This is an optimization exercise on Yosys and OpenROAD, whose aim is small area, a short achievable clock period and few clock cycles per item, not a production implementation. Where RTL was checked, it was by simulation tests only, not by an equivalence proof against the original. Power and IR drop assume default switching activity.

## signed_integer_to_radix_digits_core
module signed_integer_to_radix_digits_core (
  input  wire logic        clk,
  input  wire logic        rst_n,
  input  wire logic        in_tvalid,
  output logic             in_tready,
  input  wire logic [31:0] in_tdata,      
  output logic             out_tvalid,
  input  wire logic        out_tready,
  output logic [7:0]       out_tdata,     
  output logic             out_tlast,
  input  wire logic        cfg_psel,
  input  wire logic        cfg_penable,
  input  wire logic        cfg_pwrite,
  input  wire logic [4:0]  cfg_paddr,
  input  wire logic [63:0] cfg_pwdata,
  output logic [63:0]      cfg_prdata,
  output logic             cfg_pready
);
  logic [LEN_W-1:0] base_length_r;
  logic [63:0]      symbols_low_r;
  logic [63:0]      symbols_high_r;
  logic [127:0]     symbols;
  logic             cfg_wr;
  logic             flush;
  logic [2:0]       rsel_r;
  assign cfg_pready = 1'b1;
  assign cfg_wr     = cfg_psel && cfg_penable && cfg_pwrite;
  assign flush      = !rst_n || cfg_wr;
  assign symbols    = {symbols_high_r, symbols_low_r};
  always_ff @(posedge clk) begin
    if (!rst_n) begin
      base_length_r  <= '0;
      symbols_low_r  <= '0;
      symbols_high_r <= '0;
    end else if (cfg_wr) begin
      case (cfg_paddr[4:3])
        2'd0: base_length_r  <= cfg_pwdata[LEN_W-1:0];
        2'd1: symbols_low_r  <= cfg_pwdata;
        2'd2: symbols_high_r <= cfg_pwdata;
        default: ;
      endcase
    end
  end
  always_ff @(posedge clk) begin
    rsel_r[0] <= (cfg_paddr[4:3] == 2'd0);
    rsel_r[1] <= (cfg_paddr[4:3] == 2'd1);
    rsel_r[2] <= (cfg_paddr[4:3] == 2'd2);
  end
  assign cfg_prdata = ({64{rsel_r[0]}} & {59'd0, base_length_r})
                    | ({64{rsel_r[1]}} & symbols_low_r)
                    | ({64{rsel_r[2]}} & symbols_high_r);
  logic       cf_m2, cf_m3, cf_m4, cf_odd, cf_ok;
  ...
Size in the first run: roughly 4000 cells after synthesis, about 370 flip-flops, roughly 180 I/O pins, about 29000 µm² of cells after synthesis.
clock: 12.0 ns
lec_check: 0
abc_area: 1
cap_margin: 20
core_margin: 2
core_utilization: 40
slew_margin: 20
standard.sh (not shown) runs the stock make flow with config.mk's settings and CLKGATE_MAP_FILE= SYNTH_SCRIPT=/design/flow/synth_recipe.tcl, a recipe that flattens the netlist after the stock synthesis.
==> flow/flow/run.sh <==
#!/bin/bash
set -euo pipefail
bash standard.sh SETUP_SLACK_MARGIN=7 finish > standard_flow.log 2>&1
Testbench counts at the start, summed over its fixed seeds: cycles 28,469, items 2,048.
==> next run, changes <==
==> flow/run.sh (new file) <==
#!/bin/bash
# synth_recipe.tcl (not shown) runs the flow's synth.tcl, then flattens the netlist and writes it again
# the make line also repeats each setting of config.mk as NAME=value (left out here)
make -C /OpenROAD-flow-scripts/flow DESIGN_CONFIG=/design/flow/config.mk WORK_HOME=/design/flow/orfs CLKGATE_MAP_FILE= SYNTH_SCRIPT=/design/flow/synth_recipe.tcl finish
removed: flow/flow/run.sh
removed: flow/standard.sh
After rerunning: Critical path depth falls by 2. Cell area decreases by roughly a tenth. Sequential share of layout area increases by 2.7 points. Sequential power barely changes. Cell count falls by a few percent. Combinational power came out lower by about a fifth. Utilization is lower by 5.0 points.

========
Setup of build 11:
Another version of the RTL of signed_integer_to_radix_digits_core (not shown whole).
Size in the first run: ~3500 cells after synthesis, ~360 flip-flops, about 180 I/O pins.
clock: 12.0 ns
lec_check: 0
abc_area: 1
cap_margin: 20
core_margin: 2
core_utilization: 40
slew_margin: 20
==> flow/flow/run.sh <==
#!/bin/bash
set -euo pipefail
bash standard.sh SETUP_SLACK_MARGIN=7 finish > standard_flow.log 2>&1
Build 11 closes out successfully: all stages finished, all timing, DRC and antenna checks passed.
Input-level comparison between build 79 and build 11:
- removing ABC_AREA (formerly 1)
==> flow/run.sh (new file) <==
#!/bin/bash
# synth_recipe.tcl (not shown) runs the flow's synth.tcl, then flattens the netlist and writes it again
# the make line also repeats each setting of config.mk as NAME=value (left out here)
make -C /OpenROAD-flow-scripts/flow DESIGN_CONFIG=/design/flow/config.mk WORK_HOME=/design/flow/orfs CLKGATE_MAP_FILE= SYNTH_SCRIPT=/design/flow/synth_recipe.tcl finish
removed: flow/flow/run.sh
removed: flow/standard.sh
==> summary.txt <==
[compare] base=build 11 new=build 79: site row count moved down, multiplexer fraction of the synthesized cell area moved up. From build 11 to build 79 the numbers moved as follows: maximum number of pins on one net before global-route repair -about 6.6%; internal power summed over all cells now smaller; setup slack now sits lower. Total routed wirelength of build 79 falls short of that of build 11 by more than 10%. Of build 11 and build 79, build 79 shows the lower logic gate share of total power, with build 11 above it. Build 79: power is about 22% lower than what build 11 reported. Relative to build 11, the clock buffer count in the final layout measured on build 79 has decreased by more than 10%. Status | build 11 and build 79 | clean.
Setup changes, build 79 to build 21
- ABC_AREA now 1, previously not set
==> flow/flow/run.sh (new file) <==
#!/bin/bash
set -euo pipefail
bash standard.sh SETUP_SLACK_MARGIN=9 finish > standard_flow.log 2>&1
==> flow/standard.sh (new file) <==
#!/bin/bash
# synth_recipe.tcl (not shown) runs the flow's synth.tcl, then flattens the netlist and writes it again
# the make line also repeats each setting of config.mk as NAME=value (left out here)
make -C /OpenROAD-flow-scripts/flow DESIGN_CONFIG=/design/flow/config.mk WORK_HOME=/design/flow/orfs CLKGATE_MAP_FILE= SYNTH_SCRIPT=/design/flow/synth_recipe.tcl "${@:-finish}"
removed: flow/run.sh
==> comparison <==
Build 21 finished all stages; the layout is clean. Wire: build 21 routes more than build 79. Build 79 -> build 21: cell row count increased slightly. Compared with build 79, build 21 shows a count of placed standard cells in the final layout, fillers left out that is 1341 higher.
Setup changes, build 21 to build 69
==> flow/run.sh (new file) <==
#!/bin/bash
# synth_recipe.tcl (not shown) runs the flow's synth.tcl, then flattens the netlist and writes it again
# the make line also repeats each setting of config.mk as NAME=value (left out here)
make -C /OpenROAD-flow-scripts/flow DESIGN_CONFIG=/design/flow/config.mk WORK_HOME=/design/flow/orfs CLKGATE_MAP_FILE= SYNTH_SCRIPT=/design/flow/synth_recipe.tcl finish
removed: flow/flow/run.sh
removed: flow/standard.sh
Findings:
Global routing met3 resource utilization down 4.1 points in build 69 wrt build 21
Build 69: number of buffer and inverter instances along the worst setup path is 1 lower than what build 21 reported.
Design area ends up higher on build 21.
Cell count: build 69 lower than build 21
Build 21 reports its group drawing the most power as combinational logic while build 69 reports registers.
Relative to build 21, the total number of vias of build 69 is lower by 4085.
No functional check of the RTL was part of any run of this note.

[afterwards: timing with drivers on the ports]
The results above use ideal ports. As a check the final layouts listed here were re-extracted and re-timed, cells and wires unchanged.
Step 1 assumes that a clkbuf_16 drives the clock port and a buf_2 every other input.
Step 2, shift: input delay + t, output delay - t, t = (earliest + latest rising clock arrival at the registers) / 2. This alone moves slack from input paths to output paths.
Three values: no drivers, after step 1, after step 2; two values: the first two.
run	t (ns)	setup slack, ns	hold WS [ns]	worst setup path at the end	pins driven straight from the clock port
the first run of note 1	0.674	7.027 / 7.027 / 6.673	0.426 / 0.426 / 0.426	input to register	1
the second run of note 1	0.668	5.540 / 5.540 / 5.540	0.440 / 0.440 / 0.440	register to register	1
build 11	0.645	6.841 / 6.841 / 6.841	0.438 / 0.438 / 0.438	register to register	1
build 79	0.642	3.508 / 3.508 / 3.508	0.446 / 0.446 / 0.446	register to register	1
build 21	0.665	6.763 / 6.763 / 6.763	0.415 / 0.415 / 0.415	register to register	1
build 69	0.642	5.801 / 5.801 / 5.801	0.438 / 0.438 / 0.438	register to register	1
After both steps setup and hold are still met in every run listed. For the first run of note 1, which loses most, drivers alone change the setup slack by 0.000 ns; drivers and shift together by -0.354 ns.
